Context: an optimization exercise on an open-source flow, tuned for small area, a short achievable clock period and few clock cycles. The choices shown serve that exercise and are no tape-out recipe. RTL that was checked went through simulation tests only; none was proved equivalent to the original. No functional check of the RTL was part of runs 2 to 7.

### design/flow/run.sh
#!/bin/bash
# synth_recipe.tcl (not shown) runs the flow's synth.tcl, then flattens the netlist and writes it again
# the make line also repeats each setting of config.mk as NAME=value (left out here)
make -C /OpenROAD-flow-scripts/flow DESIGN_CONFIG=/design/flow/config.mk WORK_HOME=/design/flow/orfs CLKGATE_MAP_FILE= SYNTH_SCRIPT=/design/flow/synth_recipe.tcl finish
### design/flow/config.mk
export PLATFORM = sky130hd
export DESIGN_NAME = dehaze_top
export DESIGN_NICKNAME = dehaze_top
export VERILOG_FILES = /design/flow/design.v
export SDC_FILE = /design/flow/constraint.sdc
export NUM_CORES = 4
export LEC_CHECK = 0
export CAP_MARGIN = 20
export CORE_MARGIN = 2
export CORE_UTILIZATION = 30
export SLEW_MARGIN = 20
### design/flow/constraint.sdc
create_clock -name core_clock -period 25.0 [get_ports {clk}]
set_input_delay 5.0000 -clock core_clock [delete_from_list [all_inputs] [get_ports {clk}]]
set_output_delay 5.0000 -clock core_clock [all_outputs]
set_load 0.01 [all_outputs]
### design/flow/design.v
package dehaze_pkg;
    localparam int img_dim = 8;
    localparam int num_pix = img_dim * img_dim;
    function automatic logic [6:0] gain_lut(input logic [7:0] d);
        case (d)
            8'd0: gain_lut = 7'd64;
            8'd1: gain_lut = 7'd64;
            8'd2: gain_lut = 7'd64;
            8'd3: gain_lut = 7'd64;
            8'd4: gain_lut = 7'd61;
            8'd5: gain_lut = 7'd61;
            8'd6: gain_lut = 7'd61;
            8'd7: gain_lut = 7'd59;
            8'd8: gain_lut = 7'd59;
            8'd9: gain_lut = 7'd59;
            8'd10: gain_lut = 7'd57;
            8'd11: gain_lut = 7'd57;
            8'd12: gain_lut = 7'd57;
            8'd13: gain_lut = 7'd57;
            8'd14: gain_lut = 7'd55;
            8'd15: gain_lut = 7'd55;
            8'd16: gain_lut = 7'd55;
            8'd17: gain_lut = 7'd53;
            8'd18: gain_lut = 7'd53;
            8'd19: gain_lut = 7'd53;
            8'd20: gain_lut = 7'd51;
            8'd21: gain_lut = 7'd51;
            8'd22: gain_lut = 7'd51;
            8'd23: gain_lut = 7'd51;
            8'd24: gain_lut = 7'd50;
            8'd25: gain_lut = 7'd50;
            8'd26: gain_lut = 7'd50;
            8'd27: gain_lut = 7'd48;
            8'd28: gain_lut = 7'd48;
            8'd29: gain_lut = 7'd48;
            8'd30: gain_lut = 7'd47;
            8'd31: gain_lut = 7'd47;
            8'd32: gain_lut = 7'd47;
            8'd33: gain_lut = 7'd47;
            8'd34: gain_lut = 7'd45;
            8'd35: gain_lut = 7'd45;
            8'd36: gain_lut = 7'd45;
            8'd37: gain_lut = 7'd44;
            8'd38: gain_lut = 7'd44;
            8'd39: gain_lut = 7'd44;
            8'd40: gain_lut = 7'd43;
            8'd41: gain_lut = 7'd43;
            8'd42: gain_lut = 7'd43;
            8'd43: gain_lut = 7'd43;
            8'd44: gain_lut = 7'd42;
            8'd45: gain_lut = 7'd42;
            8'd46: gain_lut = 7'd42;
            8'd47: gain_lut = 7'd41;
            8'd48: gain_lut = 7'd41;
            8'd49: gain_lut = 7'd41;
            8'd50: gain_lut = 7'd40;
            8'd51: gain_lut = 7'd40;
            8'd52: gain_lut = 7'd40;
            8'd53: gain_lut = 7'd40;
            8'd54: gain_lut = 7'd39;
            8'd55: gain_lut = 7'd39;
            8'd56: gain_lut = 7'd39;
            8'd57: gain_lut = 7'd38;
            8'd58: gain_lut = 7'd38;
            8'd59: gain_lut = 7'd38;
            8'd60: gain_lut = 7'd37;
            8'd61: gain_lut = 7'd37;
            8'd62: gain_lut = 7'd37;
            8'd63: gain_lut = 7'd37;
            8'd64: gain_lut = 7'd36;
            8'd65: gain_lut = 7'd36;
            8'd66: gain_lut = 7'd36;
            8'd67: gain_lut = 7'd35;
            8'd68: gain_lut = 7'd35;
            8'd69: gain_lut = 7'd35;
            8'd70: gain_lut = 7'd34;
            8'd71: gain_lut = 7'd34;
            8'd72: gain_lut = 7'd34;
            8'd73: gain_lut = 7'd34;
            8'd74: gain_lut = 7'd34;
            8'd75: gain_lut = 7'd34;
            8'd76: gain_lut = 7'd34;
            8'd77: gain_lut = 7'd33;
            8'd78: gain_lut = 7'd33;
            8'd79: gain_lut = 7'd33;
            8'd80: gain_lut = 7'd32;
            8'd81: gain_lut = 7'd32;
            8'd82: gain_lut = 7'd32;
            8'd83: gain_lut = 7'd32;
            8'd84: gain_lut = 7'd32;
            8'd85: gain_lut = 7'd32;
            8'd86: gain_lut = 7'd32;
            8'd87: gain_lut = 7'd31;
            8'd88: gain_lut = 7'd31;
            8'd89: gain_lut = 7'd31;
            8'd90: gain_lut = 7'd30;
            8'd91: gain_lut = 7'd30;
            8'd92: gain_lut = 7'd30;
            8'd93: gain_lut = 7'd30;
            8'd94: gain_lut = 7'd30;
            8'd95: gain_lut = 7'd30;
            8'd96: gain_lut = 7'd30;
            8'd97: gain_lut = 7'd29;
            8'd98: gain_lut = 7'd29;
            8'd99: gain_lut = 7'd29;
            8'd100: gain_lut = 7'd29;
            8'd101: gain_lut = 7'd29;
            8'd102: gain_lut = 7'd29;
            8'd103: gain_lut = 7'd29;
            8'd104: gain_lut = 7'd28;
            8'd105: gain_lut = 7'd28;
            8'd106: gain_lut = 7'd28;
            8'd107: gain_lut = 7'd28;
            8'd108: gain_lut = 7'd28;
            8'd109: gain_lut = 7'd28;
            8'd110: gain_lut = 7'd27;
            8'd111: gain_lut = 7'd27;
            8'd112: gain_lut = 7'd27;
            8'd113: gain_lut = 7'd27;
            8'd114: gain_lut = 7'd27;
            8'd115: gain_lut = 7'd27;
            8'd116: gain_lut = 7'd27;
            8'd117: gain_lut = 7'd26;
            8'd118: gain_lut = 7'd26;
            8'd119: gain_lut = 7'd26;
            8'd120: gain_lut = 7'd26;
            8'd121: gain_lut = 7'd26;
            8'd122: gain_lut = 7'd26;
            8'd123: gain_lut = 7'd26;
            8'd124: gain_lut = 7'd25;
            8'd125: gain_lut = 7'd25;
            8'd126: gain_lut = 7'd25;
            8'd127: gain_lut = 7'd25;
            8'd128: gain_lut = 7'd25;
            8'd129: gain_lut = 7'd25;
            8'd130: gain_lut = 7'd25;
            8'd131: gain_lut = 7'd25;
            8'd132: gain_lut = 7'd25;
            8'd133: gain_lut = 7'd25;
            8'd134: gain_lut = 7'd24;
            8'd135: gain_lut = 7'd24;
            8'd136: gain_lut = 7'd24;
            8'd137: gain_lut = 7'd24;
            8'd138: gain_lut = 7'd24;
            8'd139: gain_lut = 7'd24;
            8'd140: gain_lut = 7'd23;
            8'd141: gain_lut = 7'd23;
            8'd142: gain_lut = 7'd23;
            8'd143: gain_lut = 7'd23;
            8'd144: gain_lut = 7'd23;
            8'd145: gain_lut = 7'd23;
            8'd146: gain_lut = 7'd23;
            8'd147: gain_lut = 7'd23;
            8'd148: gain_lut = 7'd23;
            8'd149: gain_lut = 7'd23;
            8'd150: gain_lut = 7'd22;
            8'd151: gain_lut = 7'd22;
            8'd152: gain_lut = 7'd22;
            8'd153: gain_lut = 7'd22;
            8'd154: gain_lut = 7'd22;
            8'd155: gain_lut = 7'd22;
            8'd156: gain_lut = 7'd22;
            8'd157: gain_lut = 7'd22;
            8'd158: gain_lut = 7'd22;
            8'd159: gain_lut = 7'd22;
            8'd160: gain_lut = 7'd21;
            8'd161: gain_lut = 7'd21;
            8'd162: gain_lut = 7'd21;
            8'd163: gain_lut = 7'd21;
            8'd164: gain_lut = 7'd21;
            8'd165: gain_lut = 7'd21;
            8'd166: gain_lut = 7'd21;
            8'd167: gain_lut = 7'd21;
            8'd168: gain_lut = 7'd21;
            8'd169: gain_lut = 7'd21;
            8'd170: gain_lut = 7'd21;
            8'd171: gain_lut = 7'd21;
            8'd172: gain_lut = 7'd21;
            8'd173: gain_lut = 7'd21;
            8'd174: gain_lut = 7'd20;
            8'd175: gain_lut = 7'd20;
            8'd176: gain_lut = 7'd20;
            8'd177: gain_lut = 7'd20;
            8'd178: gain_lut = 7'd20;
            8'd179: gain_lut = 7'd20;
            8'd180: gain_lut = 7'd20;
            8'd181: gain_lut = 7'd20;
            8'd182: gain_lut = 7'd20;
            8'd183: gain_lut = 7'd20;
            8'd184: gain_lut = 7'd20;
            8'd185: gain_lut = 7'd20;
            8'd186: gain_lut = 7'd20;
            8'd187: gain_lut = 7'd19;
            8'd188: gain_lut = 7'd19;
            8'd189: gain_lut = 7'd19;
            8'd190: gain_lut = 7'd19;
            8'd191: gain_lut = 7'd19;
            8'd192: gain_lut = 7'd19;
            8'd193: gain_lut = 7'd19;
            8'd194: gain_lut = 7'd19;
            8'd195: gain_lut = 7'd19;
            8'd196: gain_lut = 7'd19;
            8'd197: gain_lut = 7'd19;
            8'd198: gain_lut = 7'd19;
            8'd199: gain_lut = 7'd19;
            8'd200: gain_lut = 7'd18;
            8'd201: gain_lut = 7'd18;
            8'd202: gain_lut = 7'd18;
            8'd203: gain_lut = 7'd18;
            8'd204: gain_lut = 7'd18;
            8'd205: gain_lut = 7'd18;
            8'd206: gain_lut = 7'd18;
            8'd207: gain_lut = 7'd18;
            8'd208: gain_lut = 7'd18;
            8'd209: gain_lut = 7'd18;
            8'd210: gain_lut = 7'd18;
            8'd211: gain_lut = 7'd18;
            8'd212: gain_lut = 7'd18;
            8'd213: gain_lut = 7'd18;
            8'd214: gain_lut = 7'd17;
            8'd215: gain_lut = 7'd17;
            8'd216: gain_lut = 7'd17;
            8'd217: gain_lut = 7'd17;
            8'd218: gain_lut = 7'd17;
            8'd219: gain_lut = 7'd17;
            8'd220: gain_lut = 7'd17;
            8'd221: gain_lut = 7'd17;
            8'd222: gain_lut = 7'd17;
            8'd223: gain_lut = 7'd17;
            8'd224: gain_lut = 7'd17;
            8'd225: gain_lut = 7'd17;
            8'd226: gain_lut = 7'd17;
            8'd227: gain_lut = 7'd17;
            8'd228: gain_lut = 7'd17;
            8'd229: gain_lut = 7'd17;
            8'd230: gain_lut = 7'd17;
            8'd231: gain_lut = 7'd17;
            8'd232: gain_lut = 7'd17;
            8'd233: gain_lut = 7'd17;
            8'd234: gain_lut = 7'd16;
            8'd235: gain_lut = 7'd16;
            8'd236: gain_lut = 7'd16;
            8'd237: gain_lut = 7'd16;
            8'd238: gain_lut = 7'd16;
            8'd239: gain_lut = 7'd16;
            8'd240: gain_lut = 7'd16;
            8'd241: gain_lut = 7'd16;
            8'd242: gain_lut = 7'd16;
            8'd243: gain_lut = 7'd16;
            8'd244: gain_lut = 7'd16;
            8'd245: gain_lut = 7'd16;
            8'd246: gain_lut = 7'd16;
            8'd247: gain_lut = 7'd16;
            8'd248: gain_lut = 7'd16;
            8'd249: gain_lut = 7'd16;
            8'd250: gain_lut = 7'd16;
            8'd251: gain_lut = 7'd16;
            8'd252: gain_lut = 7'd16;
            8'd253: gain_lut = 7'd16;
            8'd254: gain_lut = 7'd16;
            8'd255: gain_lut = 7'd16;
            default: gain_lut = 7'd16;
        endcase
    endfunction
endpackage
`timescale 1ns/1ps
module dehaze_top (
    input  logic        clk,
    input  logic        rst,
    input  logic        in_req,
    output logic        in_ack,
    input  logic [23:0] in_pix,      
    output logic        out_req,
    input  logic        out_ack,
    output logic [23:0] out_pix,     
    output logic        out_last
);
    logic        i_full;            
    logic [23:0] ipix;
    logic [23:0] ch [0:8];          
    logic [5:0]  cnt;               
    logic [3:0]  nold;              
    logic        oraw;              
    logic [6:0]  gain;
    logic [7:0]  vm [0:7];          
    logic [7:0]  v3p;               
    logic [7:0]  pmin;              
    function automatic logic [7:0] min2(input logic [7:0] a, input logic [7:0] b);
        min2 = (a < b) ? a : b;
    endfunction
    function automatic logic [7:0] min3(input logic [23:0] p);
        min3 = min2(p[23:16], min2(p[15:8], p[7:0]));
    endfunction
    function automatic logic [7:0] recover(input logic [7:0] c, input logic [6:0] g);
        logic [7:0]  inv;
        logic [14:0] prod;
        logic [10:0] scaled;
        inv     = 8'd255 - c;
        prod    = g * inv;
        scaled  = prod[14:4];
        recover = (scaled > 11'd255) ? 8'd0 : 8'd255 - scaled[7:0];
    endfunction
    logic [7:0] m_new, m_up, v3, dark, vm_new;
    logic [3:0] nnew;
    logic       out_free, do_in, do_drain, c8_valid, interior;
    assign m_new  = min3(ipix);
    assign m_up   = min3(ch[7]);
    assign v3     = min2(vm[7], m_new);
    assign dark   = min2(pmin, v3);
    assign vm_new = min2(m_up, m_new);
    assign nnew     = (cnt > 6'd8) ? 4'd9 : cnt[3:0];
    assign out_free = (!oraw && !out_req) || (out_req && out_ack);
    assign do_in    = i_full && out_free;
    assign do_drain = !i_full && (nold != 4'd0) && out_free;
    assign c8_valid = (nold != 4'd0) || (cnt > 6'd8);
    assign interior = (cnt[2:1] != 2'd0) && (cnt[5:4] != 2'd0);
    always_ff @(posedge clk or posedge rst) begin
        if (rst) begin
            i_full  <= 1'b0;
            in_ack  <= 1'b0;
            cnt     <= '0;
            nold    <= '0;
            oraw    <= 1'b0;
            out_req <= 1'b0;
        end else begin
            if (in_req && !in_ack && !i_full) begin
                i_full <= 1'b1;
                in_ack <= 1'b1;
            end else if (in_ack && !in_req) begin
                in_ack <= 1'b0;
            end
            if (out_req && out_ack) out_req <= 1'b0;
            if (oraw && !out_ack) begin
                oraw    <= 1'b0;
                out_req <= 1'b1;
            end
            if (do_in) begin
                i_full <= 1'b0;
                cnt    <= cnt + 1'b1;
                if (cnt == 6'd63) nold <= 4'd9;
                else if (nold != 4'd0) nold <= nold - 1'b1;
                if (c8_valid) oraw <= 1'b1;
            end else if (do_drain) begin
                nold <= nold - 1'b1;
                oraw <= 1'b1;
            end
        end
    end
    always_ff @(posedge clk) begin
        if (!i_full) ipix <= in_pix;
        if (do_in) begin
            ch[0] <= ipix;
            vm[0] <= vm_new;
            for (int k = 1; k < 8; k++) vm[k] <= vm[k-1];
            v3p  <= v3;
            pmin <= min2(v3p, v3);
        end
        for (int k = 1; k < 9; k++) begin
            if (do_in || (do_drain && nnew < 4'(k))) ch[k] <= ch[k-1];
        end
        if (do_in || do_drain) begin
            out_pix  <= ch[8];
            out_last <= (nold == 4'd1);
            gain     <= (do_in && interior) ? dehaze_pkg::gain_lut(dark) : 7'd16;
        end else if (oraw && !out_ack) begin
            out_pix[23:16] <= recover(out_pix[23:16], gain);
            out_pix[15:8]  <= recover(out_pix[15:8], gain);
            out_pix[7:0]   <= recover(out_pix[7:0], gain);
        end
    end
endmodule
==> reports/metrics.cfg, run 1 <==
[route]
via_per_inst = 4.71
dr.pass1.iters = 5
vias = 11721
drt_wl_total_mm = 40.5
post_drt_wl_per_cell_um = 16.3
drtAntennaViolNets = 0
drt_iter0_drc = 767
drt_drc_violations_left = 0

[timing]
setup_slack_ns = 14.91
min_period_ns = 10.09
fin_skew_ns = 0.0221
max_freq_mhz = 99.1
period_share_pct = 40.4
tns_ns = 0
worst_slew_pin_slew_ns = 1.02
setup_viol_count_final = 0
grt_setup_unrepaired = no
finalHoldViolCount = 0
final_max_slew_viol_count = 0
slew_headroom_pct = 32.0

[critical_path]
worst-r2r-cell-count = 37
crit_arrival_ns = 10.34
r2r_start = ipix[1]
cp-start-kind = register
path_delay_family = compound AO/OA/AOI/OAI gates
cp_slowest_cell = and2_1
crit_top_cell = a21oi_1
r2r_setup_slack_ns = 14.91
slowest_delay_ns = 0.64
crit_required_ns = 25.25
cp_max_fo = 19
path_buf_inv = 3
crit_type = register to register
end_kind = register
rr_endpoint = gain[0]

[place]
post-dp-hpwl_mm = 30.1
port_buffers = 54
gp_congestion = 0.880
dp_worst_setup_slack_ns = 15.04
dpl_cell_area_mm2 = 0.0216

[global_route]
antenna_found_initial = 0
track_usage_pct = 12.2
grt_pass1_wl_mm = 66.7
grt_pass1_vias = 12121
gr-total-overflow = 0
grt_max_degree = 69

[synthesis]
ys_ff_latch = 366
synth_edf_count = 352
synth_common_cells = 352 x edfxtp_1, 149 x inv_1, 148 x ha_1, 107 x nand2b_1, 84 x fa_1
synth-async-reset-ratio_pct = 3.83
synth_ff_type = edfxtp_1
yosysTopAreaCell = edfxtp_1
yosysWarnings = 3
yosysMostFrequentCell = edfxtp_1
synth_fp_nets = 1790
synth-seq-area-share_pct = 54.6
ys_types = 81
synth_top_cell_area_share_pct = 52.9
syn_area_per_cell_um2 = 13.1
yosys-top-cells-area = edfxtp_1 53%, ha_1 9.3%, fa_1 8.4%, nand2b_1 3.3%, inv_1 2.8%
synth_area_mm2 = 0.0200
syn-instance-count = 1530

[clock_tree]
cts_resized = 0
cts_inserted_buffers = 39
htreeDepth = 2
cts_root_buffer = clkbuf_16
cts.sinks = 366
cts_hold_buf = 0
clk_latency_ns = 0.54
cts_setup_buffers = 0
clockBufferDepth = 3
clkTransAtPathRegs_ns = 0.06
cts_tree = built

[status]
outcome = complete, no violations

[floorplan]
die_y_um = 262
num_io_pins = 55
rows = 94
die_width_um = 262
initial_utilization_pct = 30.3
dieArea_mm2 = 0.0687
coreArea_mm2 = 0.0659

[worst_hold_path]
worstHoldPathType = register to register
hold_path_depth = 0
hold_path_end = ch[2][22]
min_from = ch[1][22]

[layout]
fin_util_pct = 34.6
nNetsFinal = 1857
drive_gt1_share_pct = 7.27
fin_area_mm2 = 0.0228
synthToLayoutAreaGrowth_pct = 14.2
antenna_cells = 0

[run]
max-cap-violations = 0

[stage by stage]
step / instances / hold slack (ns)
5_1_grt: 2487 / 0.411
4_1_cts: 2486 / 0.394
3_3_place_gp: 2418 / 0.402
2_1_floorplan: 1530 / 0.400
6_report: 2487 / 0.398
3_5_place_dp: 2419 / 0.405
[how the worst max path moves through the flow]
stage	startpoint	cells past startpoint	to
2_1_floorplan	out_ack	4	ch[3][0]
3_3_place_gp	ipix[1]	35	gain[0]
3_5_place_dp	ipix[1]	40	gain[0]
4_1_cts	ipix[1]	40	gain[0]
5_1_grt	ipix[1]	40	gain[0]
6_report	ipix[1]	37	gain[0]
[cell families after synthesis]
kind of cell / after synthesis / synth area share, %
mux: 32 / 1.71
xor+xnor: 29 / 1.27
simple gates: 407 / 11.1
buf+inv: 194 / 3.74
compound gates: 263 / 9.53
flops: 366 / 54.6
fa+ha+maj: 239 / 18.0
[cell type report]
class	count	area [um2]
flip-flops and latches	366	10900
inverters	154	581
clock buffers	42	987
multi-input cells	970	8370
clock inverters	25	235
fillers	6433	43100
repair buffers	66	638
well taps	864	1080
[per-layer routing]
metal  routed length, um  part of all wire, %  global-route usage (%)  up-vias
met5                   0                    0                       0        -
met4                 787                  1.9                    3.44        0
met3                1420                  3.5                    1.61       56
met2               18500                   46                    19.5      202
met1               19700                   49                    17.2     5782
li1                    -                    -                       -     5681
[placed cells by master, fill, tap and decap left out, drive strengths merged, types with 7 or more instances in the layout]
cell type	netlist	routed
inv	152	154
clkinv	2	17
a22o	18	18
dfrtp	14	14
o21ai	51	51
edfxtp	352	352
o31ai	7	7
nor3	22	22
o21a	11	11
a221oi	9	9
mux2	17	17
fa	84	84
nand2b	107	107
nor2	77	77
nor4	11	11
ha	148	148
clkdlybuf4s50	0	54
maj3	7	7
buf	6	12
xor2	19	19
o211ai	10	10
a211oi	9	9
xnor2	10	10
nand2	49	49
and2	11	11
nand4	10	10
nand3	21	21
clkbuf	34	42
a21oi	52	52
or3	8	8
nor2b	70	70
a21o	32	32
mux2i	15	15
[flip-flops by register name (all words and copies together), names as in the netlist]
| name | cells |
|---|---|
| in_ack | 1 |
| i_full | 1 |
| vm | 64 |
| v3p | 8 |
| pmin | 8 |
| oraw | 1 |
| nold | 4 |
| out_last | 1 |
| ipix | 24 |
| ch | 216 |
| out_req | 1 |
| gain | 7 |
| cnt | 6 |
| out_pix | 24 |
Testbench counts, summed over its fixed seeds: cycles 8,352.
==> run 2: changes to the inputs <==
--- a/design/flow/design.v
+++ b/design/flow/design.v
@@ -289,16 +289,28 @@
         min2 = (a < b) ? a : b;
     endfunction
     function automatic logic [7:0] min3(input logic [23:0] p);
-        min3 = min2(p[23:16], min2(p[15:8], p[7:0]));
+        logic rg, rb, gb;
+        rg = p[23:16] < p[15:8];
+        rb = p[23:16] < p[7:0];
+        gb = p[15:8]  < p[7:0];
+        min3 = (rg && rb) ? p[23:16] : (!rg && gb) ? p[15:8] : p[7:0];
     endfunction
     function automatic logic [7:0] recover(input logic [7:0] c, input logic [6:0] g);
-        logic [7:0]  inv;
-        logic [14:0] prod;
-        logic [10:0] scaled;
-        inv     = 8'd255 - c;
-        prod    = g * inv;
-        scaled  = prod[14:4];
-        recover = (scaled > 11'd255) ? 8'd0 : 8'd255 - scaled[7:0];
+        logic [7:0]  u;
+        logic [13:0] s, k, pp, ns, nk;
+        logic [14:0] p;
+        u = ~c;
+        s = {6'b0, u & {8{g[0]}}};
+        k = 14'd0;
+        for (int j = 1; j < 6; j++) begin
+            pp = {6'b0, u & {8{g[j]}}} << j;
+            ns = s ^ k ^ pp;
+            nk = ((s & k) | (s & pp) | (k & pp)) << 1;
+            s  = ns;
+            k  = nk;
+        end
+        p = {1'b0, s + k} | (g[6] ? {1'b0, u, 6'b0} : 15'd0);
+        recover = (|p[14:12]) ? 8'd0 : ~p[11:4];
     endfunction
     logic [7:0] m_new, m_up, v3, dark, vm_new;
     logic [3:0] nnew;
@@ -306,7 +318,7 @@
     assign m_new  = min3(ipix);
     assign m_up   = min3(ch[7]);
     assign v3     = min2(vm[7], m_new);
-    assign dark   = min2(pmin, v3);
+    assign dark   = min2(min2(pmin, vm[7]), m_new);
     assign vm_new = min2(m_up, m_new);
     assign nnew     = (cnt > 6'd8) ? 4'd9 : cnt[3:0];
     assign out_free = (!oraw && !out_req) || (out_req && out_ack);
--- a/design/flow/config.mk
+++ b/design/flow/config.mk
@@ -7,5 +7,5 @@
 export LEC_CHECK = 0
 export CAP_MARGIN = 20
 export CORE_MARGIN = 2
-export CORE_UTILIZATION = 30
+export CORE_UTILIZATION = 50
 export SLEW_MARGIN = 20
==> run 2 against run 1 <==
  * Clock skew fell by 0.0048 ns
  * Synthesized cell count fell by 4.6%
  * Die area fell by 41%
  * Worst setup slack improved by 0.58 ns
  * Synthesized area fell by 2.9%
  * Critical path depth fell by 27
  * Via count fell by 5.7%
  * Largest cell class unchanged
==> reports/metrics.cfg, run 2 <==
[timing]
slew_headroom_pct = 32.2
max_freq_mhz = 105
min_period_ns = 9.51
grt_setup_unrepaired = no
fin_skew_ns = 0.0173
finalHoldViolCount = 0
final_max_slew_viol_count = 0
period_share_pct = 38.0
setup_viol_count_final = 0
worst_slew_pin_slew_ns = 1.02
tns_ns = 0

[synthesis]
synth_fp_nets = 1690
syn_area_per_cell_um2 = 13.3
yosysTopAreaCell = edfxtp_1
synth_top_cell_area_share_pct = 54.5
synth_common_cells = 352 x edfxtp_1, 175 x inv_1, 122 x ha_1, 86 x nand2b_1, 81 x fa_1
ys_types = 75
synth-seq-area-share_pct = 56.3
syn-instance-count = 1459
synth_edf_count = 352
ys_ff_latch = 366
synth-async-reset-ratio_pct = 3.83
yosysWarnings = 3
synth_area_mm2 = 0.0194
yosys-top-cells-area = edfxtp_1 54%, fa_1 8.4%, ha_1 7.9%, inv_1 3.4%, nand2b_1 2.8%
synth_ff_type = edfxtp_1
yosysMostFrequentCell = edfxtp_1

[route]
dr.pass1.iters = 5
post_drt_wl_per_cell_um = 16.7
vias = 11054
drt_iter0_drc = 646
drtAntennaViolNets = 0
drt_drc_violations_left = 0
via_per_inst = 5.34
drt_wl_total_mm = 34.7

[layout]
largest_reg_flops = 216
top_regs = ch (216), vm (64)
synthToLayoutAreaGrowth_pct = 12.1
final_common_cell = edfxtp_1
antenna_cells = 0
mostFrequentLayoutCells = 352 x edfxtp_1, 175 x inv_1, 122 x ha_1
drive_gt1_share_pct = 7.02
largest_register = ch
nNetsFinal = 1755
fin_area_mm2 = 0.0217

[global_route]
track_usage_pct = 18.1
grt_pass1_vias = 11309
grt_max_degree = 90
grt_pass1_wl_mm = 59.2
antenna_found_initial = 0
gr-total-overflow = 0

[floorplan]
rows = 72
initial_utilization_pct = 50.4
die_y_um = 201
num_io_pins = 55
die_width_um = 201
dieArea_mm2 = 0.0404
coreArea_mm2 = 0.0385

[critical_path]
crit_arrival_ns = 9.65
r2r_start = ipix[23]
end_kind = register
cp_slowest_cell = and3_1
crit_top_cell = inv_1
cp-startpoint = out_ack
cp-start-kind = primary input
crit_chain = clkdlybuf4s50_1 > inv_1 > nand2_1 > nand3_1 > inv_4 > o21ai_0 > inv_1 > nand2_1 > inv_1 > and3_1
crit_type = primary input to register
slowest_delay_ns = 0.96
crit_required_ns = 25.14
cp_max_fo = 25

[clock_tree]
htreeDepth = 2
cts_root_buffer = clkbuf_16
clkTransAtPathRegs_ns = 0.06
cts_resized = 0
cts_tree = built
cts_hold_buf = 0
cts.sinks = 366
cts_inserted_buffers = 37
clk_latency_ns = 0.52
clockBufferDepth = 3
cts_setup_buffers = 0

[place]
post-dp-hpwl_mm = 25.7
dpl_cell_area_mm2 = 0.0205
gp_congestion = 0.837
port_buffers = 54

[run]
max-cap-violations = 0

[worst_hold_path]
min_from = ch[5][21]
worstHoldPathType = register to register

[status]
outcome = complete, no violations

[run 2: per-layer routing]
metal / vias up / share of wire [%] / track usage, %
li1: 5356 / - / -
met2: 210 / 49 / 30.6
met4: 0 / 2.2 / 5.56
met3: 58 / 3.5 / 2.26
met1: 5430 / 45 / 24.7
met5: - / 0 / 0
[run 2: stage by stage]
stage	std cells	utilization (%)	worst slack, ns	hold slack [ns]
after CTS	2070	56.5	15.47	0.396
after global routing	2070	56.5	14.94	0.408
after floorplan	1459	-	14.71	0.400
after global placement	2003	53.3	15.20	0.400
final	2070	56.5	15.49	0.404
after detailed placement	2003	53.3	14.96	0.405
[run 2: kinds of logic after synthesis]
group                      synth area share, %
DFF                                       56.3
and+or+nand+nor                           9.65
muxes                                     2.71
buffers and inverters                     4.50
adders and majority gates                 16.5
xor gates and xnor gates                 0.903
AOI/OAI and AO/OA                         9.41
[run 2: layout make-up]
cell class	instances	area, um2
clock inverter	21	233
inverter	179	674
sequential	366	10900
timing repair buffer	64	619
fill	3217	16700
multi-input combinational	876	7670
clock buffer	46	981
tap	518	648
[run 2: worst paths after layout]
kind	cells after the start	slack [ns]	end
max in group asynchronous	2	19.85	oraw
min in group asynchronous	2	4.81	cnt[0]
setup reg to reg	21	18.58	pmin[3]
hold / removal	0	0.40	ch[6][21]
hold reg to reg	0	0.40	ch[6][21]
setup / recovery	10	15.49	ch[1][22]
[run 2: worst max-delay path, delay by kind of cell]
kind	cells	cell delay (ns)
compound gates	1	0.25
buf+inv	5	2.54
simple gates	4	1.84
==> run 3: changes to the inputs <==
--- a/design/flow/config.mk
+++ b/design/flow/config.mk
@@ -5,6 +5,7 @@
 export SDC_FILE = /design/flow/constraint.sdc
 export NUM_CORES = 4
 export LEC_CHECK = 0
+export ABC_CLOCK_PERIOD_IN_PS = 5000
 export CAP_MARGIN = 20
 export CORE_MARGIN = 2
 export CORE_UTILIZATION = 50
==> run 3 against run 2 <==
  * Still clean on timing, DRC and antenna
  * Synthesized cell count unchanged
  * Die area stayed put
  * Clock skew unchanged
  * First-iteration DRC count is the same
  * Global-route usage unchanged
  * Via count unchanged
  * Critical endpoint unchanged
==> reports/metrics.cfg, run 3 <==
[status]
outcome = complete, no violations

[synthesis]
ys_types = 75
synth_fp_nets = 1690
yosys-top-cells-area = edfxtp_1 54%, fa_1 8.4%, ha_1 7.9%, inv_1 3.4%, nand2b_1 2.8%
syn_area_per_cell_um2 = 13.3
synth_edf_count = 352
synth_ff_type = edfxtp_1
syn-instance-count = 1459
synth-seq-area-share_pct = 56.3
synth_common_cells = 352 x edfxtp_1, 175 x inv_1, 122 x ha_1, 86 x nand2b_1, 81 x fa_1
yosysTopAreaCell = edfxtp_1
synth_area_mm2 = 0.0194
yosysWarnings = 3
synth-async-reset-ratio_pct = 3.83
synth_top_cell_area_share_pct = 54.5
ys_ff_latch = 366
yosysMostFrequentCell = edfxtp_1

[layout]
n_fill_cell = 3217
mostFrequentLayoutCells = 352 x edfxtp_1, 175 x inv_1, 122 x ha_1
antenna_cells = 0
synthToLayoutAreaGrowth_pct = 12.1
final_common_cell = edfxtp_1
nNetsFinal = 1755
regArea_mm2 = 0.0109
fin_util_pct = 56.5
top_regs = ch (216), vm (64)
largest_register = ch
multi_input_area_mm2 = 0.00767
fin_area_mm2 = 0.0217
drive_gt1_share_pct = 7.02
largest_reg_flops = 216

[critical_path]
cp_slowest_cell = and3_1
path_delay_family = buffers and inverters
cp_max_fo = 25
cp-startpoint = out_ack
r2r_start = ipix[23]
crit_arrival_ns = 9.65
crit_chain = clkdlybuf4s50_1 > inv_1 > nand2_1 > nand3_1 > inv_4 > o21ai_0 > inv_1 > nand2_1 > inv_1 > and3_1
crit_type = primary input to register
crit_top_cell = inv_1
end_kind = register
slowest_delay_ns = 0.96
cp-start-kind = primary input
path_buf_inv = 5
crit_required_ns = 25.14

[global_route]
track_usage_pct = 18.1
met1_usage_pct = 24.7
grt_pass1_vias = 11309
met3_usage_pct = 2.26
gr-total-overflow = 0
grt_max_degree = 90
use_met2_pct = 30.6
grt_pass1_wl_mm = 59.2
antenna_found_initial = 0
busiest_layer = met2

[floorplan]
initial_utilization_pct = 50.4
coreArea_mm2 = 0.0385
dieArea_mm2 = 0.0404
die_width_um = 201
num_io_pins = 55
die_y_um = 201
rows = 72

[route]
post_drt_wl_per_cell_um = 16.7
vias = 11054
drtAntennaViolNets = 0
drt_drc_violations_left = 0
drt_wl_total_mm = 34.7
via_per_inst = 5.34
dr.pass1.iters = 5
drt_iter0_drc = 646

[timing]
min_period_ns = 9.51
slew_headroom_pct = 32.2
final_max_slew_viol_count = 0
finalHoldViolCount = 0
setup_viol_count_final = 0
grt_setup_unrepaired = no
period_share_pct = 38.0
max_freq_mhz = 105
fin_skew_ns = 0.0173
tns_ns = 0
worst_slew_pin_slew_ns = 1.02

[clock_tree]
cts_resized = 0
htreeDepth = 2
clk_latency_ns = 0.52
cts_root_buffer = clkbuf_16
clkTransAtPathRegs_ns = 0.06
clockBufferDepth = 3
cts_tree = built
cts_hold_buf = 0
cts_setup_buffers = 0
cts_inserted_buffers = 37
cts.sinks = 366

[place]
gp_congestion = 0.837
dpl_cell_area_mm2 = 0.0205
post-dp-hpwl_mm = 25.7
port_buffers = 54

[run]
max-cap-violations = 0

[worst_hold_path]
worstHoldPathType = register to register
min_from = ch[5][21]

-- run 3: cell counts in the layout (fill, tap and decap cells not counted) --
No cell type changed its count.
-- run 3: layout make-up --
cell class              instances  share of cell area, %
repair buffers                 64                   2.85
well taps                     518                   2.98
clock buffers                  46                   4.51
flip-flops and latches        366                   50.2
clock inverters                21                   1.07
inverters                     179                   3.10
multi-input cells             876                   35.3
-- run 3: final timing paths --
path | endpoint | slack [ns] | cells past startpoint
max | ch[1][22] | 15.49 | 10
min | ch[6][21] | 0.40 | 0
max reg2reg | pmin[3] | 18.58 | 21
min reg2reg | ch[6][21] | 0.40 | 0
max in group asynchronous | oraw | 19.85 | 2
min in group asynchronous | cnt[0] | 4.81 | 2
-- run 3: kinds of logic (layout without fill, tap and decap cells) --
logic type	after synthesis	count (layout)	share of synthesized area, %
multiplexers	46	46	2.71
buffers and inverters	217	310	4.50
adder cells (fa/ha/maj)	209	209	16.5
AO/OA/AOI/OAI	249	249	9.41
flip-flops	366	366	56.3
AND/OR/NAND/NOR	352	352	9.65
XOR/XNOR	20	20	0.903
-- run 3: layer usage --
metal  share of wire (%)  vias to the layer above
li1                    -                     5356
met1                  45                     5430
met2                  49                      210
met3                 3.5                       58
met4                 2.2                        0
met5                   0                        -
-- run 3: through the flow --
step	setup slack, ns	hold WS [ns]	instances
after floorplan	14.71	0.400	1459
after global placement	15.20	0.400	2003
after detailed placement	14.96	0.405	2003
after CTS	15.47	0.396	2070
after global routing	14.94	0.408	2070
final	15.49	0.404	2070
==> run 4: changes to the inputs <==
==> design/flow/config.mk (replaced) <==
export PLATFORM = sky130hd
export DESIGN_NAME = dehaze_top
export DESIGN_NICKNAME = dehaze_top
export VERILOG_FILES = /design/flow/design.v
export SDC_FILE = /design/flow/constraint.sdc
export NUM_CORES = 4
export LEC_CHECK = 0
export CAP_MARGIN = 50
export CORE_MARGIN = 2
export CORE_UTILIZATION = 50
export SLEW_MARGIN = 90
==> run 4 against run 3 <==
  * Via count rose by 74%
  * Utilization grew 29 points
  * First-iteration DRC count grew to 3.7 times the previous value
  * Synthesized area stayed put
  * Worst setup slack worse by 15 ns
  * Critical path type is now register to register
  * Cell count rose by 49%
  * Sequential cell count unchanged
  * Non-clock buffer count up 998
  * Clock skew rose by 0.011 ns
  * Count of clock-buffer cells in the layout is 6 lower
==> reports/metrics.cfg, run 4 <==
[status]
outcome = complete, no violations

[synthesis]
synth_fp_nets = 1690
synth_edf_count = 352
yosys-top-cells-area = edfxtp_1 54%, fa_1 8.4%, ha_1 7.9%, inv_1 3.4%, nand2b_1 2.8%
yosysTopAreaCell = edfxtp_1
synth_top_cell_area_share_pct = 54.5
ys_types = 75
yosysWarnings = 3
syn_area_per_cell_um2 = 13.3
syn-instance-count = 1459
synth-seq-area-share_pct = 56.3
yosysMostFrequentCell = edfxtp_1
synth_area_mm2 = 0.0194
synth-async-reset-ratio_pct = 3.83
synth_ff_type = edfxtp_1
ys_ff_latch = 366
synth_common_cells = 352 x edfxtp_1, 175 x inv_1, 122 x ha_1, 86 x nand2b_1, 81 x fa_1

[timing]
hold-worst-slack_ns = 0.411
setup_viol_count_final = 0
fin_skew_ns = 0.0285
slew_headroom_pct = 60.0
max_freq_mhz = 41.3
finalHoldViolCount = 0
min_period_ns = 24.20
final_max_slew_viol_count = 0
grt_setup_unrepaired = no
worst_slew_pin_slew_ns = 0.597
period_share_pct = 96.8

[clock_tree]
clkTransAtPathRegs_ns = 0.08
cts.sinks = 366
cts_hold_buf = 0
cts_inserted_buffers = 37
cts_tree = built
clk_latency_ns = 0.57
htreeDepth = 2
clockBufferDepth = 3
cts_root_buffer = clkbuf_16

[run]
max-cap-violations = 0

[worst_hold_path]
hold_path_depth = 0
hold_path_end = ch[3][6]
worstHoldPathType = register to register
min_from = ch[2][6]

[critical_path]
r2r_setup_slack_ns = 0.80
crit_required_ns = 25.32
slowest_delay_ns = 0.53
crit_top_cell = clkdlybuf4s50_1
crit_arrival_ns = 24.52
crit_type = register to register
rr_endpoint = gain[0]
r2r_start = vm[7][1]
cp_slowest_cell = clkdlybuf4s50_1
end_kind = register
cp_max_fo = 7
worst-r2r-cell-count = 78
cp-start-kind = register
cp-startpoint = vm[7][1]

[place]
port_buffers = 54
place_inst = 2799
gp_congestion = 0.837
post-dp-hpwl_mm = 43.9

[floorplan]
initial_utilization_pct = 50.4
num_io_pins = 55
dieArea_mm2 = 0.0404
rows = 72
die_y_um = 201
coreArea_mm2 = 0.0385
die_width_um = 201

[route]
dr.pass1.iters = 12
drt_drc_violations_left = 0
drt_iter0_drc = 2394
drtAntennaViolNets = 0
drt_wl_total_mm = 98.5
via_per_inst = 6.24
vias = 19186
post_drt_wl_per_cell_um = 32.1

[layout]
largest_reg_flops = 216
n_fill_cell = 1614
largest_register = ch
final_common_cell = clkdlybuf4s50_1
nNetsFinal = 2753
mostFrequentLayoutCells = 416 x clkdlybuf4s50_1, 352 x edfxtp_1, 271 x clkbuf_2
synthToLayoutAreaGrowth_pct = 69.0
drive_gt1_share_pct = 38.2
top_regs = ch (216), vm (64)
stdcell_count = 3074

[global_route]
grt_pass1_vias = 16967
track_usage_pct = 29.9
grt_pass1_wl_mm = 92.8
gr-total-overflow = 0
antenna_found_initial = 9
grt_max_degree = 18

-- run 4: cell counts after synthesis --
No cell type changed its count.
-- run 4: metrics by stage --
| stage | area [um2] | TNS [ns] | utilization (%) | setup WS, ns |
|---|---|---|---|---|
| finish | 32800 | 0 | 85.2 | 0.795 |
| floorplan | 19400 | 0 | - | 14.71 |
| global route | 32800 | 0 | 85.2 | 0.570 |
| global placement | 20500 | 0 | 53.3 | 15.20 |
| detailed placement | 28600 | -7.77 | 74.2 | -3.80 |
| CTS | 29700 | 0 | 77.3 | 0.205 |
-- run 4: area by class of cell --
type	count	area (um2)	share of cell area, %
Inverter	179	790	2.41
Tap cell	518	648	1.98
Multi-Input combinational cell	876	11100	33.7
Antenna cell	5	12.5	0.0382
Sequential cell	366	11000	33.4
Clock buffer	40	958	2.92
Clock inverter	28	339	1.03
Timing Repair Buffer	1062	8020	24.5
-- run 4: layer usage --
metal  vias to the layer above  part of all wire, %  track usage (%)
li1                       7364                    -                -
met4                        21                   11             19.7
met3                       831                   14             5.91
met5                         -                 0.61                0
met2                      1782                   43             51.3
met1                      9188                   31             34.0
-- run 4: worst max-delay path by stage --
stage	endpoint	slack, ns
4_1_cts	gain[0]	0.20
2_1_floorplan	ch[1][0]	14.71
3_3_place_gp	ch[1][14]	15.20
3_5_place_dp	gain[0]	-3.80
5_1_grt	gain[0]	0.57
6_report	gain[0]	0.80
-- run 4: cell families (layout without fill, tap and decap cells) --
family                     count (synthesis)  count (layout)  share of synthesized area (%)
adders and majority gates                209             209                           16.5
xor gates and xnor gates                  20              20                          0.903
and+or+nand+nor                          352             352                           9.65
DFF                                      366             366                           56.3
buffers and inverters                    217            1309                           4.50
AOI/OAI and AO/OA                        249             249                           9.41
muxes                                     46              46                           2.71
other                                      0               5                              0
-- run 4: critical path: cells and delay by family, from the launching register on --
family	cells	cell delay, ns
buf+inv	63	20.38
mux	1	0.36
fa+ha+maj	2	0.51
simple gates	1	0.17
compound gates	11	2.02
flops	1	0.44
-- run 4: what timing repair did --
item | CTS | global route
setup buffers | 2 | 13
gates resized for setup | 11 | 50
endpoints found under the hold margin | 0 | 0
setup endpoints to repair | 5 | 20
pin swaps | 1 | 7
==> run 5: changes to the inputs <==
--- a/design/flow/config.mk
+++ b/design/flow/config.mk
@@ -5,7 +5,7 @@
 export SDC_FILE = /design/flow/constraint.sdc
 export NUM_CORES = 4
 export LEC_CHECK = 0
-export CAP_MARGIN = 50
+export CAP_MARGIN = 80
 export CORE_MARGIN = 2
 export CORE_UTILIZATION = 50
-export SLEW_MARGIN = 90
+export SLEW_MARGIN = 80
==> run 5 against run 4 <==
  * Sequential share of layout area rose by 14 points
  * Cell count fell by 30%
  * Via count fell by 41%
  * Critical path type is now primary input to register
  * Critical endpoint is now ch[3][15]
  * Largest cell class is now sequential cells
  * Highest routed layer is now met4
==> reports/metrics.cfg, run 5 <==
[timing]
slew_headroom_pct = 80.6
worst_slew_pin_slew_ns = 0.285
hold-worst-slack_ns = 0.402
period_share_pct = 32.9
final_max_slew_viol_count = 0
setup_viol_count_final = 0
fin_skew_ns = 0.0254
tns_ns = 0
max_freq_mhz = 121
finalHoldViolCount = 0
min_period_ns = 8.24
grt_setup_unrepaired = no

[clock_tree]
clockBufferDepth = 3
cts.sinks = 366
cts_setup_buffers = 0
cts_inserted_buffers = 37
cts_tree = built
cts_hold_buf = 0
clkTransAtPathRegs_ns = 0.06
cts_resized = 0
htreeDepth = 2
clk_latency_ns = 0.53
cts_root_buffer = clkbuf_16

[run]
max-cap-violations = 0

[synthesis]
synthXorXnorAreaFrac_pct = 0.903
synthSimpleGateAreaFrac_pct = 9.65
yosys-top-cells-area = edfxtp_1 54%, fa_1 8.4%, ha_1 7.9%, inv_1 3.4%, nand2b_1 2.8%
synth-async-reset-ratio_pct = 3.83
synth_top_cell_area_share_pct = 54.5
synth_top_family_by_area = adder cells
synth.area.mux_share_pct = 2.71
synth-seq-area-share_pct = 56.3
synth_compound_area_share_pct = 9.42
yosysTopAreaCell = edfxtp_1
ys_ff_latch = 366
synth_fp_nets = 1690
synth_ff_type = edfxtp_1
yosysWarnings = 3
synth_edf_count = 352
ys_types = 75
synth_common_cells = 352 x edfxtp_1, 175 x inv_1, 122 x ha_1, 86 x nand2b_1, 81 x fa_1
synth_fa_ha_area_share_pct = 16.5
syn_area_per_cell_um2 = 13.3
synth_area_mm2 = 0.0194
yosysMostFrequentCell = edfxtp_1
syn-instance-count = 1459

[route]
via_per_inst = 5.27
drt_iter0_drc = 593
drtAntennaViolNets = 0
post_drt_wl_per_cell_um = 16.8
drt_wl_total_mm = 36.3
vias = 11374
drt_drc_violations_left = 0
dr.pass1.iters = 4

[floorplan]
die_width_um = 201
initial_utilization_pct = 50.4
dieArea_mm2 = 0.0404
num_io_pins = 55
coreArea_mm2 = 0.0385
rows = 72
die_y_um = 201

[layout]
final_common_cell = edfxtp_1
n_fill_cell = 3053
top_regs = ch (216), vm (64)
synthToLayoutAreaGrowth_pct = 19.0
antenna_cells = 0
stdcell_count = 2159
nNetsFinal = 1845
mostFrequentLayoutCells = 352 x edfxtp_1, 168 x inv_1, 121 x ha_1
fin_area_mm2 = 0.0231
drive_gt1_share_pct = 16.8
largest_register = ch
largest_reg_flops = 216

[critical_path]
cp_max_fo = 25
crit_required_ns = 25.23
crit_arrival_ns = 8.47
r2r_setup_slack_ns = 18.67
crit_type = primary input to register
cp-start-kind = primary input
end_kind = register

[place]
port_buffers = 54
post-dp-hpwl_mm = 27.2
dpl_cell_area_mm2 = 0.0217
place_inst = 2078
gp_congestion = 0.837

[global_route]
met3_usage_pct = 2.18
grt_max_degree = 37
grt_pass1_vias = 11644
met1_usage_pct = 25.0
use_met2_pct = 31.6
gr-total-overflow = 0
track_usage_pct = 18.6
antenna_found_initial = 0
busiest_layer = met2
grt_pass1_wl_mm = 60.7

[worst_hold_path]
worstHoldPathType = register to register

[status]
outcome = complete, no violations

[run 5: cells by family after synthesis]
group,Yosys count
flops,366
simple gates,352
fa+ha+maj,209
mux,46
buf+inv,217
compound gates,249
xor+xnor,20
[run 5: path summary, 6_finish.rpt]
kind,startpoint,endpoint,depth (start not counted)
worst min register to register,ch[6][20],ch[7][20],0
min in group asynchronous,rst,cnt[0],2
worst max register to register,ipix[22],gain[2],25
worst min-delay path,ch[6][20],ch[7][20],0
worst max-delay path,out_ack,ch[3][15],13
max in group asynchronous,rst,i_full,2
[run 5: per-stage QoR]
stage | setup slack (ns) | util [%]
after CTS | 16.76 | 59.2
after global placement | 15.20 | 53.3
after global routing | 16.59 | 60.0
after floorplan | 14.71 | -
after detailed placement | 16.23 | 56.3
final | 16.76 | 60.0
[run 5: worst max-delay path: stages]
cell and delay (ns):
clkdlybuf4s50_1 0.51, o211ai_1 0.16, clkdlybuf4s25_1 0.34, clkdlybuf4s50_1 0.51, clkdlybuf4s25_1 0.32, o21ai_4 0.19
o21ai_4 0.11, inv_6 0.20, nand2_2 0.18, a21oi_4 0.24, buf_2 0.24, buf_2 0.22
buf_2 0.23
[run 5: cell type report]
class | count | area (um2) | share of cell area, %
Inverter | 179 | 699 | 3.03
Timing Repair Buffer | 154 | 1360 | 5.89
Multi-Input combinational cell | 876 | 8310 | 36.0
Tap cell | 518 | 648 | 2.81
Sequential cell | 366 | 10900 | 47.3
Clock inverter | 20 | 178 | 0.770
Clock buffer | 46 | 960 | 4.16
[run 5: metal layers]
metal,routed length [um],vias to the layer above
met3,996,74
li1,-,5543
met5,0,-
met1,16500,5585
met4,828,0
met2,18000,172
==> run 6: changes to the inputs <==
--- a/design/flow/design.v
+++ b/design/flow/design.v
@@ -320,10 +320,14 @@
     assign v3     = min2(vm[7], m_new);
     assign dark   = min2(min2(pmin, vm[7]), m_new);
     assign vm_new = min2(m_up, m_new);
+    logic [8:0] shift_ok;           
     assign nnew     = (cnt > 6'd8) ? 4'd9 : cnt[3:0];
     assign out_free = (!oraw && !out_req) || (out_req && out_ack);
     assign do_in    = i_full && out_free;
     assign do_drain = !i_full && (nold != 4'd0) && out_free;
+    for (genvar k = 0; k < 9; k++) begin : g_ok
+        assign shift_ok[k] = i_full || ((nold != 4'd0) && nnew < 4'(k));
+    end
     assign c8_valid = (nold != 4'd0) || (cnt > 6'd8);
     assign interior = (cnt[2:1] != 2'd0) && (cnt[5:4] != 2'd0);
     always_ff @(posedge clk or posedge rst) begin
@@ -368,7 +372,7 @@
             pmin <= min2(v3p, v3);
         end
         for (int k = 1; k < 9; k++) begin
-            if (do_in || (do_drain && nnew < 4'(k))) ch[k] <= ch[k-1];
+            if (shift_ok[k] && out_free) ch[k] <= ch[k-1];
         end
         if (do_in || do_drain) begin
             out_pix  <= ch[8];
--- a/design/flow/config.mk
+++ b/design/flow/config.mk
@@ -7,5 +7,5 @@
 export LEC_CHECK = 0
 export CAP_MARGIN = 80
 export CORE_MARGIN = 2
-export CORE_UTILIZATION = 50
+export CORE_UTILIZATION = 70
 export SLEW_MARGIN = 80
==> run 6 against run 5 <==
  * Die area fell by 29%
  * Sequential share of layout area rose by 0.12 points
  * Cell count fell by 7.5%
  * Design area fell by 0.31%
  * Fmax fell by 6.5%
  * Sequential cell count did not move
  * Wire length rose by 27%
  * Register-to-register slack got worse by 1.7 ns
  * Critical endpoint is now ch[3][12]
==> reports/metrics.cfg, run 6 <==
[status]
outcome = complete, no violations

[route]
drt_drc_violations_left = 0
dr.pass1.iters = 6
vias = 12727
drt_wl_total_mm = 46.1
drt_iter0_drc = 1244
drtAntennaViolNets = 0
post_drt_wl_per_cell_um = 23.1
via_per_inst = 6.38

[clock_tree]
cts_tree = built
htreeDepth = 2
cts_inserted_buffers = 35
clkTransAtPathRegs_ns = 0.07
cts_hold_buf = 0
clk_latency_ns = 0.55
cts_setup_buffers = 0
cts_resized = 0
clockBufferDepth = 3
cts_root_buffer = clkbuf_16
cts.sinks = 366

[worst_hold_path]
worstHoldPathType = register to register

[synthesis]
yosysWarnings = 3
synth_top_cell_area_share_pct = 55.1
yosys-top-cells-area = edfxtp_1 55%, fa_1 8.5%, ha_1 8.0%, inv_1 3.5%, nand2b_1 2.8%
ys_types = 67
synth_common_cells = 352 x edfxtp_1, 177 x inv_1, 122 x ha_1, 85 x nand2b_1
synth-seq-area-share_pct = 57.0
syn_area_per_cell_um2 = 13.2
syn-instance-count = 1452
yosysMostFrequentCell = edfxtp_1
yosysTopAreaCell = edfxtp_1
synth_area_mm2 = 0.0192
ys_ff_latch = 366
synth_ff_type = edfxtp_1
synth-async-reset-ratio_pct = 3.83
synth_edf_count = 352
synth_fp_nets = 1683

[layout]
largest_reg_flops = 216
mostFrequentLayoutCells = 352 x edfxtp_1, 170 x inv_1, 122 x ha_1
largest_register = ch
synthToLayoutAreaGrowth_pct = 20.0
final_common_cell = edfxtp_1
fin_util_pct = 85.4
stdcell_count = 1996
regArea_mm2 = 0.0109
n_fill_cell = 1267
multi_input_area_mm2 = 0.00838
nNetsFinal = 1860
top_regs = ch (216), vm (64)
drive_gt1_share_pct = 18.7
fin_area_mm2 = 0.0230

[floorplan]
dieArea_mm2 = 0.0287
num_io_pins = 55
rows = 60
initial_utilization_pct = 71.1
coreArea_mm2 = 0.0270
die_y_um = 169
die_width_um = 169

[global_route]
grt_pass1_wl_mm = 70.9
grt_pass1_vias = 13047
gr-total-overflow = 0
antenna_found_initial = 2
grt_max_degree = 31
track_usage_pct = 32.5

[critical_path]
cp-start-kind = primary input
crit_type = primary input to register
cp_max_fo = 5
crit_required_ns = 25.22
r2r_setup_slack_ns = 16.97
end_kind = register
crit_arrival_ns = 9.03

[timing]
fin_skew_ns = 0.0254
grt_setup_unrepaired = no
period_share_pct = 35.2
final_max_slew_viol_count = 0
hold-worst-slack_ns = 0.409
min_period_ns = 8.81
worst_slew_pin_slew_ns = 0.373
max_freq_mhz = 113
finalHoldViolCount = 0
setup_viol_count_final = 0
tns_ns = 0
slew_headroom_pct = 75.0

[run]
max-cap-violations = 0

[place]
port_buffers = 54
place_inst = 1914
dpl_cell_area_mm2 = 0.0215
post-dp-hpwl_mm = 30.4
gp_congestion = 0.906

## run 6: cell types whose count changed after synthesis, sizes merged, moves of 7 or more
cell / before / now
nor2: 46 / 63
nand2: 70 / 56
clkbuf: 22 / 35
nand3: 22 / 9
buf: 16 / 5
a21oi: 52 / 62
mux2i: 24 / 16
a211o: 7 / 0
nor4: 4 / 11
## run 6: stage by stage
stage	worst slack [ns]
detailed placement	15.87
finish	16.19
CTS	16.29
global placement	16.14
floorplan	13.60
global route	15.95
## run 6: cell type report
class / count / share of cell area (%)
clock inverters: 18 / 0.658
flip-flops and latches: 366 / 47.5
inverters: 178 / 3.00
repair buffers: 180 / 6.49
multi-input cells: 868 / 36.4
diodes: 2 / 0.0218
clock buffers: 43 / 4.07
well taps: 341 / 1.85
## run 6: layer usage
layer	vias to the layer above	global-route usage [%]	share of wire, %
met5	-	0	0
met3	212	5.04	6.6
met1	6208	39.2	37
li1	5571	-	-
met4	0	18.7	6.0
met2	736	56.0	51
## run 6: final timing paths
kind	from	to	cells past startpoint
min in group asynchronous	rst	out_req	2
worst min-delay path	ch[6][1]	ch[7][1]	0
worst max-delay path	out_ack	ch[3][12]	19
worst min register to register	ch[6][1]	ch[7][1]	0
worst max register to register	ipix[17]	gain[0]	29
max in group asynchronous	rst	cnt[4]	2
## run 6: critical path: stages
cell             delay [ns]
clkdlybuf4s50_1        0.52
o211ai_1               0.12
buf_1                  0.14
clkdlybuf4s25_1        0.29
clkdlybuf4s25_1        0.32
buf_1                  0.14
buf_1                  0.10
nor4_2                 0.15
buf_1                  0.20
buf_1                  0.23
nor2_4                 0.10
buf_4                  0.18
a211oi_4               0.23
buf_1                  0.24
clkdlybuf4s15_2        0.30
buf_2                  0.18
buf_2                  0.18
buf_2                  0.18
buf_1                  0.22
## run 6: cell families after synthesis
kind of cell             synth area share (%)
AO/OA/AOI/OAI                            9.29
multiplexers                             1.91
flip-flops                               57.0
AND/OR/NAND/NOR                          9.78
XOR/XNOR                                0.914
buffers and inverters                    4.33
adder cells (fa/ha/maj)                  16.8
==> run 7: changes to the inputs <==
--- a/design/flow/design.v
+++ b/design/flow/design.v
@@ -281,6 +281,8 @@
     logic [5:0]  cnt;               
     logic [3:0]  nold;              
     logic        oraw;              
+    logic        pin;               
+    logic        pdr;               
     logic [6:0]  gain;
     logic [7:0]  vm [0:7];          
     logic [7:0]  v3p;               
@@ -320,14 +322,10 @@
     assign v3     = min2(vm[7], m_new);
     assign dark   = min2(min2(pmin, vm[7]), m_new);
     assign vm_new = min2(m_up, m_new);
-    logic [8:0] shift_ok;           
     assign nnew     = (cnt > 6'd8) ? 4'd9 : cnt[3:0];
     assign out_free = (!oraw && !out_req) || (out_req && out_ack);
-    assign do_in    = i_full && out_free;
-    assign do_drain = !i_full && (nold != 4'd0) && out_free;
-    for (genvar k = 0; k < 9; k++) begin : g_ok
-        assign shift_ok[k] = i_full || ((nold != 4'd0) && nnew < 4'(k));
-    end
+    assign do_in    = i_full && !pin && out_free;
+    assign do_drain = !i_full && !pdr && (nold != 4'd0) && out_free;
     assign c8_valid = (nold != 4'd0) || (cnt > 6'd8);
     assign interior = (cnt[2:1] != 2'd0) && (cnt[5:4] != 2'd0);
     always_ff @(posedge clk or posedge rst) begin
@@ -338,33 +336,36 @@
             nold    <= '0;
             oraw    <= 1'b0;
             out_req <= 1'b0;
+            pin     <= 1'b0;
+            pdr     <= 1'b0;
         end else begin
-            if (in_req && !in_ack && !i_full) begin
+            if (in_req && !in_ack && (!i_full || pin)) begin
                 i_full <= 1'b1;
                 in_ack <= 1'b1;
-            end else if (in_ack && !in_req) begin
-                in_ack <= 1'b0;
+            end else begin
+                if (in_ack && !in_req) in_ack <= 1'b0;
+                if (pin) i_full <= 1'b0;
+            end
+            pin <= do_in;
+            pdr <= do_drain;
+            if (pin) begin
+                cnt <= cnt + 1'b1;
+                if (cnt == 6'd63) nold <= 4'd9;
+                else if (nold != 4'd0) nold <= nold - 1'b1;
+            end else if (pdr) begin
+                nold <= nold - 1'b1;
             end
             if (out_req && out_ack) out_req <= 1'b0;
             if (oraw && !out_ack) begin
                 oraw    <= 1'b0;
                 out_req <= 1'b1;
             end
-            if (do_in) begin
-                i_full <= 1'b0;
-                cnt    <= cnt + 1'b1;
-                if (cnt == 6'd63) nold <= 4'd9;
-                else if (nold != 4'd0) nold <= nold - 1'b1;
-                if (c8_valid) oraw <= 1'b1;
-            end else if (do_drain) begin
-                nold <= nold - 1'b1;
-                oraw <= 1'b1;
-            end
+            if ((do_in && c8_valid) || do_drain) oraw <= 1'b1;
         end
     end
     always_ff @(posedge clk) begin
-        if (!i_full) ipix <= in_pix;
-        if (do_in) begin
+        if (!i_full || pin) ipix <= in_pix;
+        if (pin) begin
             ch[0] <= ipix;
             vm[0] <= vm_new;
             for (int k = 1; k < 8; k++) vm[k] <= vm[k-1];
@@ -372,7 +373,7 @@
             pmin <= min2(v3p, v3);
         end
         for (int k = 1; k < 9; k++) begin
-            if (shift_ok[k] && out_free) ch[k] <= ch[k-1];
+            if (pin || (pdr && nnew < 4'(k))) ch[k] <= ch[k-1];
         end
         if (do_in || do_drain) begin
             out_pix  <= ch[8];
==> run 7 against run 6 <==
  * First-iteration DRC count is 31% lower
  * Utilization is 1.8 points lower
  * Synthesized cell count is 0.96% higher
  * Clock skew is 0.0081 ns lower
  * Critical path depth is 11 higher
  * Via count is 3.9% lower
  * Critical path type is now register to register
==> reports/metrics.cfg, run 7 <==
[synthesis]
synth_compound_area_share_pct = 9.48
yosysWarnings = 3
synth-seq-area-share_pct = 56.3
synth_fa_ha_area_share_pct = 16.6
synth.area.mux_share_pct = 2.75
synth_fp_nets = 1697
synth_top_family_by_area = adder cells
synthSimpleGateAreaFrac_pct = 9.72
synth_edf_count = 352
synth_area_mm2 = 0.0195
synth_common_cells = 352 x edfxtp_1, 174 x inv_1, 122 x ha_1, 81 x fa_1, 80 x nand2b_1
ys_types = 83
synthXorXnorAreaFrac_pct = 0.854
syn-instance-count = 1466
synth_ff_type = edfxtp_1
yosysTopAreaCell = edfxtp_1
synth_top_cell_area_share_pct = 54.2
synth-async-reset-ratio_pct = 4.35
ys_ff_latch = 368
yosys-top-cells-area = edfxtp_1 54%, fa_1 8.3%, ha_1 7.8%, inv_1 3.4%, nand2b_1 2.6%
syn_area_per_cell_um2 = 13.3
yosysMostFrequentCell = edfxtp_1

[route]
drt_drc_violations_left = 0
via_per_inst = 6.06
vias = 12230
drtAntennaViolNets = 0
drt_wl_total_mm = 43.0
dr.pass1.iters = 5
drt_iter0_drc = 857
post_drt_wl_per_cell_um = 21.3

[clock_tree]
htreeDepth = 2
clk_latency_ns = 0.54
cts_hold_buf = 0
cts.sinks = 368
cts_tree = built
cts_root_buffer = clkbuf_16
cts_setup_buffers = 0
clkTransAtPathRegs_ns = 0.07
clockBufferDepth = 3
cts_inserted_buffers = 35
cts_resized = 0

[global_route]
met1_usage_pct = 37.4
grt_max_degree = 31
gr-total-overflow = 0
track_usage_pct = 30.4
busiest_layer = met2
antenna_found_initial = 0
grt_pass1_vias = 12631
met3_usage_pct = 3.75
use_met2_pct = 54.1
grt_pass1_wl_mm = 67.6

[run]
max-cap-violations = 0

[layout]
mostFrequentLayoutCells = 352 x edfxtp_1, 169 x inv_1, 119 x ha_1
synthToLayoutAreaGrowth_pct = 18.5
stdcell_count = 2017
top_regs = ch (216), vm (64)
nNetsFinal = 1845
largest_register = ch
largest_reg_flops = 216
fin_util_pct = 83.6
antenna_cells = 0
drive_gt1_share_pct = 17.0
final_common_cell = edfxtp_1

[place]
place_inst = 1935
gp_congestion = 0.924
port_buffers = 54
post-dp-hpwl_mm = 29.2

[critical_path]
cp-start-kind = register
worst-r2r-cell-count = 30
cp_max_fo = 15
crit_required_ns = 25.28
cp_slowest_cell = clkdlybuf4s50_1
crit_arrival_ns = 7.45
slowest_delay_ns = 0.58
end_kind = register
crit_type = register to register

[timing]
period_share_pct = 28.7
min_period_ns = 7.17
slew_headroom_pct = 78.6
finalHoldViolCount = 0
setup_viol_count_final = 0
final_max_slew_viol_count = 0
fin_skew_ns = 0.0173
max_freq_mhz = 140
hold-worst-slack_ns = 0.414
worst_slew_pin_slew_ns = 0.321
tns_ns = 0
grt_setup_unrepaired = no

[status]
outcome = complete, no violations

[floorplan]
die_width_um = 171
dieArea_mm2 = 0.0292
num_io_pins = 55
coreArea_mm2 = 0.0276
die_y_um = 171
rows = 61
initial_utilization_pct = 70.5

[worst_hold_path]
worstHoldPathType = register to register
hold_path_depth = 0

==> run 7: kinds of logic (layout without fill, tap and decap cells) <==
group           count (synthesis)  in the layout
flops                         368            368
buf+inv                       213            386
simple gates                  350            350
xor+xnor                       19             19
fa+ha+maj                     211            211
mux                            46             46
compound gates                259            259
==> run 7: path summary, 6_finish.rpt <==
kind | startpoint | slack [ns] | end
max | ipix[5] | 17.83 | pmin[6]
min | ch[6][1] | 0.41 | ch[7][1]
max reg2reg | ipix[5] | 17.83 | pmin[6]
min reg2reg | ch[6][1] | 0.41 | ch[7][1]
max in group asynchronous | rst | 20.05 | pin
min in group asynchronous | rst | 4.75 | in_ack
==> run 7: critical path: cells and delay by family, from the launching register on <==
family                     cells  cell delay [ns]
buffers and inverters          9             2.33
and+or+nand+nor                7             0.81
AOI/OAI and AO/OA             10             2.16
adders and majority gates      3             0.75
muxes                          1             0.31
DFF                            1             0.52
==> run 7: layout make-up <==
cell class | instances | area (um2)
clock buffer | 40 | 905
clock inverter | 22 | 309
fill | 1377 | 4540
inverter | 178 | 679
multi-input combinational | 885 | 8410
sequential | 368 | 11000
tap | 378 | 473
timing repair buffer | 146 | 1340
==> run 7: through the flow <==
| stage | worst slack, ns | instance area, um2 |
|---|---|---|
| global route | 17.46 | 23100 |
| floorplan | 17.79 | 19500 |
| global placement | 17.29 | 20400 |
| finish | 17.83 | 23100 |
| CTS | 17.88 | 22700 |
| detailed placement | 17.45 | 21500 |
==> run 7: routing by layer <==
layer / share of wire [%] / wire (um)
met1: 38 / 16300
met2: 52 / 22600
met3: 5.0 / 2150
met4: 4.5 / 1950
met5: 0 / 0

-- afterwards: timing with drivers on the ports --
How much do the figures lean on ideal ports? The routed layouts below were timed once more, with nothing changed but the port constraints.
Step 1 sets driving cells, clkbuf_16 on the clock port and buf_2 on the other inputs (assumed; they add their load-dependent delay and slew).
Step 2 also shifts input and output timing later by t, the mid clock arrival at the registers, as if the neighbouring blocks saw the same clock.
Three values: no drivers, after step 1, after step 2; two values: the first two.
run	t (ns)	setup WS [ns]	clock arrival spread, ns	pins driven straight from the clock port
run 1	0.579	14.912 / 14.912 / 14.912	0.024 / 0.023	1
run 2	0.565	15.490 / 15.516 / 14.952	0.018 / 0.017	1
run 3	0.565	15.490 / 15.516 / 14.952	0.018 / 0.017	1
run 4	0.607	0.795 / 0.795 / 0.795	0.029 / 0.029	1
run 5	0.569	16.764 / 16.794 / 16.225	0.026 / 0.025	1
run 6	0.581	16.189 / 16.197 / 15.616	0.025 / 0.026	1
run 7	0.579	17.832 / 17.832 / 17.533	0.019 / 0.019	1
After both steps setup and hold are still met in every run listed. The setup slack of run 6, which loses most, moves by +0.008 ns with the drivers and by -0.573 ns with both steps.
